Source: an optimization exercise on an open RTL-to-GDS flow (aim: small area). Production flows keep margins and buffers that such runs may drop. Only simulation tests tie the RTL to the original design; equivalence was not proved. Power figures rest on the tool's default switching activity, not on a simulated workload.

## ctrl_dmem_unit
module ctrl_dmem_unit
#(
    parameter int unsigned DEPTH = 64
) (
    input  logic              clk,
    input  logic              reset,
    input  logic [OP_W-1:0]   opCode,
    input  logic [31:0]       addr,
    input  logic [DATA_W-1:0] wdata,
    output logic              rtype,
    output logic              lw,
    output logic              sw,
    output logic              jump,
    output logic              branch,
    output logic              RegDst,
    output logic              ALUSrc,
    output logic              RegWrite,
    output logic              Mem2Reg,
    output logic              MemRead,
    output logic              MemWrite,
    output logic [DATA_W-1:0] memOut
);
==> module dm_array, before the edit <==
module dm_array
#(
    parameter int unsigned DEPTH = 64,
    parameter int unsigned AW    = $clog2(DEPTH)
) (
    input  logic              clk,
    input  logic              reset,
    input  logic              we_i,
    input  logic              re_i,
    input  logic [AW-1:0]     idx_i,
    input  logic [DATA_W-1:0] wdata_i,
    output logic [DATA_W-1:0] rdata_o
);
    localparam int unsigned LO_W = 3;
    localparam int unsigned HI_W = AW - LO_W;
    localparam int unsigned NLO  = 1 << LO_W;
    localparam int unsigned NHI  = 1 << HI_W;
    localparam int unsigned NH   = 2;
    localparam int unsigned HW   = DATA_W / NH;
    logic                         init_q;    
    logic                         clr;       
    logic [DEPTH-1:0][DATA_W-1:0] mem_q;
    logic [DEPTH-1:0][DATA_W-1:0] mem_d;
    logic [NLO-1:0] lo;            
    logic [NLO-1:0] lo_c;          
    logic [NHI-1:0] hi_w;          
    logic [NHI-1:0] hi_wc;         
    logic [NHI-1:0] hi_wr;         
    logic [NHI-1:0] hi_r;          
    always_comb begin
        clr = we_i & ~init_q;
        for (int unsigned j = 0; j < NLO; j++) begin
            lo[j]   = (idx_i[LO_W-1:0] == LO_W'(j));
            lo_c[j] = lo[j] | clr;
        end
        for (int unsigned k = 0; k < NHI; k++) begin
            hi_w[k]    = (idx_i[AW-1:LO_W] == HI_W'(k)) & we_i;
            hi_wr[k]   = hi_w[k] & ~reset;
            hi_wc[k]   = hi_w[k] | clr;
            hi_r[k]    = (idx_i[AW-1:LO_W] == HI_W'(k)) & re_i & init_q;
        end
    end
    logic [NH-1:0][DEPTH-1:0] wsel;    
    logic [NH-1:0][DEPTH-1:0] whold;   
    logic [NH-1:0][DEPTH-1:0] rsel;    
    for (genvar h = 0; h < NH; h++) begin : g_half
        for (genvar i = 0; i < DEPTH; i++) begin : g_row
            dm_row_drv u_drv (
                .hi_wc_i   (hi_wc[i / NLO]),
                .hi_wr_i   (hi_wr[i / NLO]),
                .hi_r_i    (hi_r[i / NLO]),
                .lo_i      (lo[i % NLO]),
                .lo_c_i    (lo_c[i % NLO]),
                .wsel_o    (wsel[h][i]),
                .whold_o   (whold[h][i]),
                .rsel_o    (rsel[h][i])
            );
        end
    end
    always_ff @(posedge clk or posedge reset) begin
        if (reset) init_q <= 1'b0;
        else       init_q <= init_q | we_i;
    end
    for (genvar i = 0; i < DEPTH; i++) begin : g_word
        for (genvar b = 0; b < DATA_W; b++) begin : g_bit
            dm_next u_next (
                .load_i (wsel[b / HW][i]),
                .hold_i (whold[b / HW][i]),
                .d_i    (wdata_i[b]),
                .q_i    (mem_q[i][b]),
                .q_o    (mem_d[i][b])
            );
        end
    end
    always_ff @(posedge clk) begin
        mem_q <= mem_d;
    end
    for (genvar b = 0; b < DATA_W; b++) begin : g_rd
        logic [DEPTH-1:0] col;
        for (genvar i = 0; i < DEPTH; i++) begin : g_bit
            assign col[i] = mem_q[i][b];
        end
        dm_rd_col #(.DEPTH(DEPTH)) u_col (
            .sel_i  (rsel[b / HW]),
            .bits_i (col),
            .bit_o  (rdata_o[b])
        );
    end
endmodule
==> module dm_row_drv, before the edit <==
module dm_row_drv (
    input  logic hi_wc_i,
    input  logic hi_wr_i,
    input  logic hi_r_i,
    input  logic lo_i,
    input  logic lo_c_i,
    output logic wsel_o,
    output logic whold_o,
    output logic rsel_o
);
    assign wsel_o  = hi_wr_i & lo_i;
    assign whold_o = ~(hi_wc_i & lo_c_i);
    assign rsel_o  = hi_r_i & lo_i;
endmodule
==> flow/config.mk <==
export PLATFORM = sky130hd
export DESIGN_NAME = ctrl_dmem_unit
export DESIGN_NICKNAME = ctrl_dmem_unit
export VERILOG_FILES = /design/flow/design.v
export SDC_FILE = /design/flow/constraint.sdc
export NUM_CORES = 4
export LEC_CHECK = 0
export CAP_MARGIN = 20
export CORE_MARGIN = 2
export CORE_UTILIZATION = 45
export CTS_BUF_LIST = sky130_fd_sc_hd__clkbuf_8
export CTS_CLUSTER_DIAMETER = 60
export CTS_CLUSTER_SIZE = 16
export PLACE_DENSITY = 0.6
export SLEW_MARGIN = 20
export SYNTH_HIERARCHICAL = 1
==> flow/constraint.sdc <==
create_clock -name core_clock -period 12.0 [get_ports {clk}]
set_input_delay 2.4000 -clock core_clock [delete_from_list [all_inputs] [get_ports {clk}]]
set_output_delay 2.4000 -clock core_clock [all_outputs]
set_load 0.01 [all_outputs]
run.sh (not shown) runs the stock make flow with config.mk's settings and CLKGATE_MAP_FILE= SYNTH_SCRIPT=/design/flow/synth_recipe.tcl, a recipe that flattens the netlist after the stock synthesis.
Then changed:
--- a/flow/design.v
+++ b/flow/design.v
@@ -39,55 +39,49 @@
     localparam int unsigned LO_W = 3;
     localparam int unsigned HI_W = AW - LO_W;
     localparam int unsigned NLO  = 1 << LO_W;
     localparam int unsigned NHI  = 1 << HI_W;
     localparam int unsigned NH   = 2;
     localparam int unsigned HW   = DATA_W / NH;
-    logic                         init_q;    
-    logic                         clr;       
+    logic [DEPTH-1:0]             valid_q;
     logic [DEPTH-1:0][DATA_W-1:0] mem_q;
     logic [DEPTH-1:0][DATA_W-1:0] mem_d;
     logic [NLO-1:0] lo;            
-    logic [NLO-1:0] lo_c;          
     logic [NHI-1:0] hi_w;          
-    logic [NHI-1:0] hi_wc;         
     logic [NHI-1:0] hi_wr;         
     logic [NHI-1:0] hi_r;          
     always_comb begin
-        clr = we_i & ~init_q;
         for (int unsigned j = 0; j < NLO; j++) begin
             lo[j]   = (idx_i[LO_W-1:0] == LO_W'(j));
-            lo_c[j] = lo[j] | clr;
         end
         for (int unsigned k = 0; k < NHI; k++) begin
             hi_w[k]    = (idx_i[AW-1:LO_W] == HI_W'(k)) & we_i;
             hi_wr[k]   = hi_w[k] & ~reset;
-            hi_wc[k]   = hi_w[k] | clr;
-            hi_r[k]    = (idx_i[AW-1:LO_W] == HI_W'(k)) & re_i & init_q;
+            hi_r[k]    = (idx_i[AW-1:LO_W] == HI_W'(k)) & re_i;
         end
     end
     logic [NH-1:0][DEPTH-1:0] wsel;    
     logic [NH-1:0][DEPTH-1:0] whold;   
     logic [NH-1:0][DEPTH-1:0] rsel;    
     for (genvar h = 0; h < NH; h++) begin : g_half
         for (genvar i = 0; i < DEPTH; i++) begin : g_row
             dm_row_drv u_drv (
-                .hi_wc_i   (hi_wc[i / NLO]),
+                .hi_w_i    (hi_w[i / NLO]),
                 .hi_wr_i   (hi_wr[i / NLO]),
                 .hi_r_i    (hi_r[i / NLO]),
                 .lo_i      (lo[i % NLO]),
-                .lo_c_i    (lo_c[i % NLO]),
+                .valid_i   (valid_q[i]),
                 .wsel_o    (wsel[h][i]),
                 .whold_o   (whold[h][i]),
                 .rsel_o    (rsel[h][i])
             );
         end
     end
     always_ff @(posedge clk or posedge reset) begin
-        if (reset) init_q <= 1'b0;
-        else       init_q <= init_q | we_i;
+        if (reset) valid_q <= '0;
+        else       valid_q <= valid_q | wsel[0];
     end
     for (genvar i = 0; i < DEPTH; i++) begin : g_word
         for (genvar b = 0; b < DATA_W; b++) begin : g_bit
             dm_next u_next (
                 .load_i (wsel[b / HW][i]),
                 .hold_i (whold[b / HW][i]),
@@ -149,24 +143,24 @@
     input  logic q_i,
     output logic q_o
 );
     assign q_o = (load_i & d_i) | (hold_i & q_i);
 endmodule
 module dm_row_drv (
-    input  logic hi_wc_i,
+    input  logic hi_w_i,
     input  logic hi_wr_i,
     input  logic hi_r_i,
     input  logic lo_i,
-    input  logic lo_c_i,
+    input  logic valid_i,
     output logic wsel_o,
     output logic whold_o,
     output logic rsel_o
 );
     assign wsel_o  = hi_wr_i & lo_i;
-    assign whold_o = ~(hi_wc_i & lo_c_i);
-    assign rsel_o  = hi_r_i & lo_i;
+    assign whold_o = ~(hi_w_i & lo_i);
+    assign rsel_o  = hi_r_i & lo_i & valid_i;
 endmodule
 import ctrl_dmem_unit_pkg::*;
 module ctrl_dmem_unit
 #(
     parameter int unsigned DEPTH = 64
 ) (
Outcome: Utilization barely changes; via count came out higher by 1.8%; routed wire length went up by about 4.5%; first-iteration DRC count decreases by about 1%; clock skew went down by 0.026 ns; register-to-register slack gets better by 2.2 ns; clock-buffer cell count rose by 5; combinational power drops by about 6%.


The RTL this note starts from:
==> flow/design.v <==
package ctrl_dmem_unit_pkg;
    localparam int unsigned DATA_W = 32;
    localparam int unsigned OP_W   = 6;
    localparam logic [OP_W-1:0] OP_RTYPE = 6'h00;
    localparam logic [OP_W-1:0] OP_LW    = 6'h23;
    localparam logic [OP_W-1:0] OP_SW    = 6'h2B;
    localparam logic [OP_W-1:0] OP_J     = 6'h02;
    localparam logic [OP_W-1:0] OP_BEQ   = 6'h04;
    typedef struct packed {
        logic rtype;
        logic lw;
        logic sw;
        logic jump;
        logic branch;
    } iclass_t;
    typedef struct packed {
        logic reg_dst;
        logic alu_src;
        logic reg_write;
        logic mem2reg;
        logic mem_read;
        logic mem_write;
    } ctrl_t;
endpackage
import ctrl_dmem_unit_pkg::*;
module dm_array
#(
    parameter int unsigned DEPTH = 64,
    parameter int unsigned AW    = $clog2(DEPTH)
) (
    input  logic              clk,
    input  logic              reset,
    input  logic              we_i,
    input  logic              re_i,
    input  logic [AW-1:0]     idx_i,
    input  logic [DATA_W-1:0] wdata_i,
    output logic [DATA_W-1:0] rdata_o
);
    localparam int unsigned LO_W = 3;
    localparam int unsigned HI_W = AW - LO_W;
    localparam int unsigned NLO  = 1 << LO_W;
    localparam int unsigned NHI  = 1 << HI_W;
    localparam int unsigned NH   = 2;
    localparam int unsigned HW   = DATA_W / NH;
    logic [DEPTH-1:0]             valid_q;
    logic [DEPTH-1:0][DATA_W-1:0] mem_q;
    logic [DEPTH-1:0][DATA_W-1:0] mem_d;
    logic [NLO-1:0] lo;            
    logic [NHI-1:0] hi_w;          
    logic [NHI-1:0] hi_wr;         
    logic [NHI-1:0] hi_r;          
    always_comb begin
        for (int unsigned j = 0; j < NLO; j++) begin
            lo[j]   = (idx_i[LO_W-1:0] == LO_W'(j));
        end
        for (int unsigned k = 0; k < NHI; k++) begin
            hi_w[k]    = (idx_i[AW-1:LO_W] == HI_W'(k)) & we_i;
            hi_wr[k]   = hi_w[k] & ~reset;
            hi_r[k]    = (idx_i[AW-1:LO_W] == HI_W'(k)) & re_i;
        end
    end
    logic [NH-1:0][DEPTH-1:0] wsel;    
    logic [NH-1:0][DEPTH-1:0] whold;   
    logic [NH-1:0][DEPTH-1:0] rsel;    
    for (genvar h = 0; h < NH; h++) begin : g_half
        for (genvar i = 0; i < DEPTH; i++) begin : g_row
            dm_row_drv u_drv (
                .hi_w_i    (hi_w[i / NLO]),
                .hi_wr_i   (hi_wr[i / NLO]),
                .hi_r_i    (hi_r[i / NLO]),
                .lo_i      (lo[i % NLO]),
                .valid_i   (valid_q[i]),
                .wsel_o    (wsel[h][i]),
                .whold_o   (whold[h][i]),
                .rsel_o    (rsel[h][i])
            );
        end
    end
    always_ff @(posedge clk or posedge reset) begin
        if (reset) valid_q <= '0;
        else       valid_q <= valid_q | wsel[0];
    end
    for (genvar i = 0; i < DEPTH; i++) begin : g_word
        for (genvar b = 0; b < DATA_W; b++) begin : g_bit
            dm_next u_next (
                .load_i (wsel[b / HW][i]),
                .hold_i (whold[b / HW][i]),
                .d_i    (wdata_i[b]),
                .q_i    (mem_q[i][b]),
                .q_o    (mem_d[i][b])
            );
        end
    end
    always_ff @(posedge clk) begin
        mem_q <= mem_d;
    end
    for (genvar b = 0; b < DATA_W; b++) begin : g_rd
        logic [DEPTH-1:0] col;
        for (genvar i = 0; i < DEPTH; i++) begin : g_bit
            assign col[i] = mem_q[i][b];
        end
        dm_rd_col #(.DEPTH(DEPTH)) u_col (
            .sel_i  (rsel[b / HW]),
            .bits_i (col),
            .bit_o  (rdata_o[b])
        );
    end
endmodule
module dm_rd_col
#(
    parameter int unsigned DEPTH = 64
) (
    input  logic [DEPTH-1:0] sel_i,
    input  logic [DEPTH-1:0] bits_i,
    output logic             bit_o
);
    localparam int unsigned NG = DEPTH / 3;        
    localparam int unsigned NR = DEPTH - 3 * NG;   
    logic [NG+NR-1:0] grp_n;   
    for (genvar g = 0; g < NG; g++) begin : g_grp
        dm_rd_aoi3 u_aoi (
            .sel_i  (sel_i[3*g +: 3]),
            .bits_i (bits_i[3*g +: 3]),
            .y_n_o  (grp_n[g])
        );
    end
    for (genvar r = 0; r < NR; r++) begin : g_rem
        assign grp_n[NG+r] = ~(sel_i[3*NG+r] & bits_i[3*NG+r]);
    end
    assign bit_o = ~&grp_n;
endmodule
module dm_rd_aoi3 (
    input  logic [2:0] sel_i,
    input  logic [2:0] bits_i,
    output logic       y_n_o
);
    assign y_n_o = ~|(sel_i & bits_i);
endmodule
module dm_next (
    input  logic load_i,
    input  logic hold_i,
    input  logic d_i,
    input  logic q_i,
    output logic q_o
);
    assign q_o = (load_i & d_i) | (hold_i & q_i);
endmodule
module dm_row_drv (
    input  logic hi_w_i,
    input  logic hi_wr_i,
    input  logic hi_r_i,
    input  logic lo_i,
    input  logic valid_i,
    output logic wsel_o,
    output logic whold_o,
    output logic rsel_o
);
    assign wsel_o  = hi_wr_i & lo_i;
    assign whold_o = ~(hi_w_i & lo_i);
    assign rsel_o  = hi_r_i & lo_i & valid_i;
endmodule
import ctrl_dmem_unit_pkg::*;
module ctrl_dmem_unit
#(
    parameter int unsigned DEPTH = 64
) (
    input  logic              clk,
    input  logic              reset,
    input  logic [OP_W-1:0]   opCode,
    input  logic [31:0]       addr,
    input  logic [DATA_W-1:0] wdata,
    output logic              rtype,
    output logic              lw,
    output logic              sw,
    output logic              jump,
    output logic              branch,
    output logic              RegDst,
    output logic              ALUSrc,
    output logic              RegWrite,
    output logic              Mem2Reg,
    output logic              MemRead,
    output logic              MemWrite,
    output logic [DATA_W-1:0] memOut
);
    localparam int unsigned AW = $clog2(DEPTH);
    ctrl_dmem_unit_pkg::iclass_t cls;
    ctrl_dmem_unit_pkg::ctrl_t   ctl;
    logic [AW-1:0]     mem_idx;
    logic [DATA_W-1:0] mem_rdata;
    always_comb begin
        cls = '0;
        case (opCode)
            OP_RTYPE: cls.rtype  = 1'b1;
            OP_LW:    cls.lw     = 1'b1;
            OP_SW:    cls.sw     = 1'b1;
            OP_J:     cls.jump   = 1'b1;
            OP_BEQ:   cls.branch = 1'b1;
            default:  cls        = '0;
        endcase
        ctl.reg_dst   = cls.rtype;
        ctl.alu_src   = ~(cls.rtype | cls.branch);
        ctl.reg_write = cls.rtype | cls.lw;
        ctl.mem2reg   = cls.lw;
        ctl.mem_read  = cls.lw;
        ctl.mem_write = cls.sw;
    end
    assign rtype    = cls.rtype;
    assign lw       = cls.lw;
    assign sw       = cls.sw;
    assign jump     = cls.jump;
    assign branch   = cls.branch;
    assign RegDst   = ctl.reg_dst;
    assign ALUSrc   = ctl.alu_src;
    assign RegWrite = ctl.reg_write;
    assign Mem2Reg  = ctl.mem2reg;
    assign MemRead  = ctl.mem_read;
    assign MemWrite = ctl.mem_write;
    assign mem_idx = addr[AW+1:2];
    logic unused_addr_bits;
    assign unused_addr_bits = ^{addr[31:AW+2], addr[1:0]};
    dm_array #(
        .DEPTH (DEPTH),
        .AW    (AW)
    ) u_dm_array (
        .clk     (clk),
        .reset   (reset),
        .we_i    (ctl.mem_write),
        .re_i    (ctl.mem_read),
        .idx_i   (mem_idx),
        .wdata_i (wdata),
        .rdata_o (mem_rdata)
    );
    assign memOut = mem_rdata;
endmodule
clock: 12.0 ns
lec_check: 0
cap_margin: 20
core_margin: 2
core_utilization: 45
cts_buf_list: sky130_fd_sc_hd__clkbuf_8
cts_cluster_diameter: 60
cts_cluster_size: 16
place_density: 0.6
slew_margin: 20
synth_hierarchical: 1
standard.sh (not shown) runs the stock make flow with config.mk's settings and CLKGATE_MAP_FILE= SYNTH_SCRIPT=/design/flow/synth_recipe.tcl, a recipe that flattens the netlist after the stock synthesis.
==> flow/flow/run.sh <==
#!/bin/bash
# Own layout flow: the standard layout (standard.sh), with the clock tree
# built without dummy loads and the ports buffered with a small buffer.
set -e
export CTS_ARGS="-sink_clustering_enable -repair_clock_nets -dont_use_dummy_load -buf_list sky130_fd_sc_hd__clkbuf_8 -sink_clustering_size 16 -sink_clustering_max_diameter 60"
export BUFFER_PORTS_ARGS="-buffer_cell sky130_fd_sc_hd__buf_2"
bash standard.sh > standard.log 2>&1
Rerun with:
--- a/flow/design.v
+++ b/flow/design.v
@@ -43,19 +43,25 @@
     localparam int unsigned NH   = 2;
     localparam int unsigned HW   = DATA_W / NH;
-    logic [DEPTH-1:0]             valid_q;
+    logic                         init_q;    
+    logic                         clr;       
     logic [DEPTH-1:0][DATA_W-1:0] mem_q;
     logic [DEPTH-1:0][DATA_W-1:0] mem_d;
     logic [NLO-1:0] lo;            
+    logic [NLO-1:0] lo_c;          
     logic [NHI-1:0] hi_w;          
+    logic [NHI-1:0] hi_wc;         
     logic [NHI-1:0] hi_wr;         
     logic [NHI-1:0] hi_r;          
     always_comb begin
+        clr = we_i & ~init_q;
         for (int unsigned j = 0; j < NLO; j++) begin
             lo[j]   = (idx_i[LO_W-1:0] == LO_W'(j));
+            lo_c[j] = lo[j] | clr;
         end
         for (int unsigned k = 0; k < NHI; k++) begin
             hi_w[k]    = (idx_i[AW-1:LO_W] == HI_W'(k)) & we_i;
             hi_wr[k]   = hi_w[k] & ~reset;
-            hi_r[k]    = (idx_i[AW-1:LO_W] == HI_W'(k)) & re_i;
+            hi_wc[k]   = hi_w[k] | clr;
+            hi_r[k]    = (idx_i[AW-1:LO_W] == HI_W'(k)) & re_i & init_q;
         end
     end
@@ -66,9 +72,9 @@
         for (genvar i = 0; i < DEPTH; i++) begin : g_row
             dm_row_drv u_drv (
-                .hi_w_i    (hi_w[i / NLO]),
+                .hi_wc_i   (hi_wc[i / NLO]),
                 .hi_wr_i   (hi_wr[i / NLO]),
                 .hi_r_i    (hi_r[i / NLO]),
                 .lo_i      (lo[i % NLO]),
-                .valid_i   (valid_q[i]),
+                .lo_c_i    (lo_c[i % NLO]),
                 .wsel_o    (wsel[h][i]),
                 .whold_o   (whold[h][i]),
@@ -78,6 +84,6 @@
     end
     always_ff @(posedge clk or posedge reset) begin
-        if (reset) valid_q <= '0;
-        else       valid_q <= valid_q | wsel[0];
+        if (reset) init_q <= 1'b0;
+        else       init_q <= init_q | we_i;
     end
     for (genvar i = 0; i < DEPTH; i++) begin : g_word
@@ -147,9 +153,9 @@
 endmodule
 module dm_row_drv (
-    input  logic hi_w_i,
+    input  logic hi_wc_i,
     input  logic hi_wr_i,
     input  logic hi_r_i,
     input  logic lo_i,
-    input  logic valid_i,
+    input  logic lo_c_i,
     output logic wsel_o,
     output logic whold_o,
@@ -157,6 +163,6 @@
 );
     assign wsel_o  = hi_wr_i & lo_i;
-    assign whold_o = ~(hi_w_i & lo_i);
-    assign rsel_o  = hi_r_i & lo_i & valid_i;
+    assign whold_o = ~(hi_wc_i & lo_c_i);
+    assign rsel_o  = hi_r_i & lo_i;
 endmodule
 import ctrl_dmem_unit_pkg::*;
What happened: The new run produced a clean layout. Non-clock buffer count is lower by 6. Utilization stays flat. Final cell count is lower by about 2%. Die area is lower by about 3%. First-iteration DRC count is lower by 3.9%. Clock skew is higher by 0.059 ns. Cell area is lower by 2.8%. Power is lower by about 2.5%.

re-timing with driven ports:
Ports are ideal in the flow. The routed layouts listed here were re-timed in OpenROAD. Step 1: set_driving_cell puts a clkbuf_16 on clk and a buf_2 on each other input, an assumption about the parent block. Step 2, shift: input delay + t, output delay - t, t = (earliest + latest rising clock arrival at the registers) / 2. This alone moves slack from input paths to output paths. a / b / c = no drivers / after step 1 / after step 2; a / b = the first two.
run | t (ns) | setup slack, ns | worst setup path at the end | pins driven straight from the clock port
the first run of note 1 | 1.008 | 2.189 / 2.165 / 2.165 | input to output | 1
the second run of note 1 | 1.002 | 2.019 / 1.997 / 1.997 | input to output | 1
the first run of note 2 | 0.991 | 2.875 / 2.856 / 2.856 | input to output | 1
the second run of note 2 | 0.978 | 2.921 / 2.879 / 2.879 | input to output | 1
After both steps every run listed still meets setup and hold. The setup slack of the second run of note 2, which loses most, moves by -0.042 ns with the drivers and by -0.042 ns with both steps.
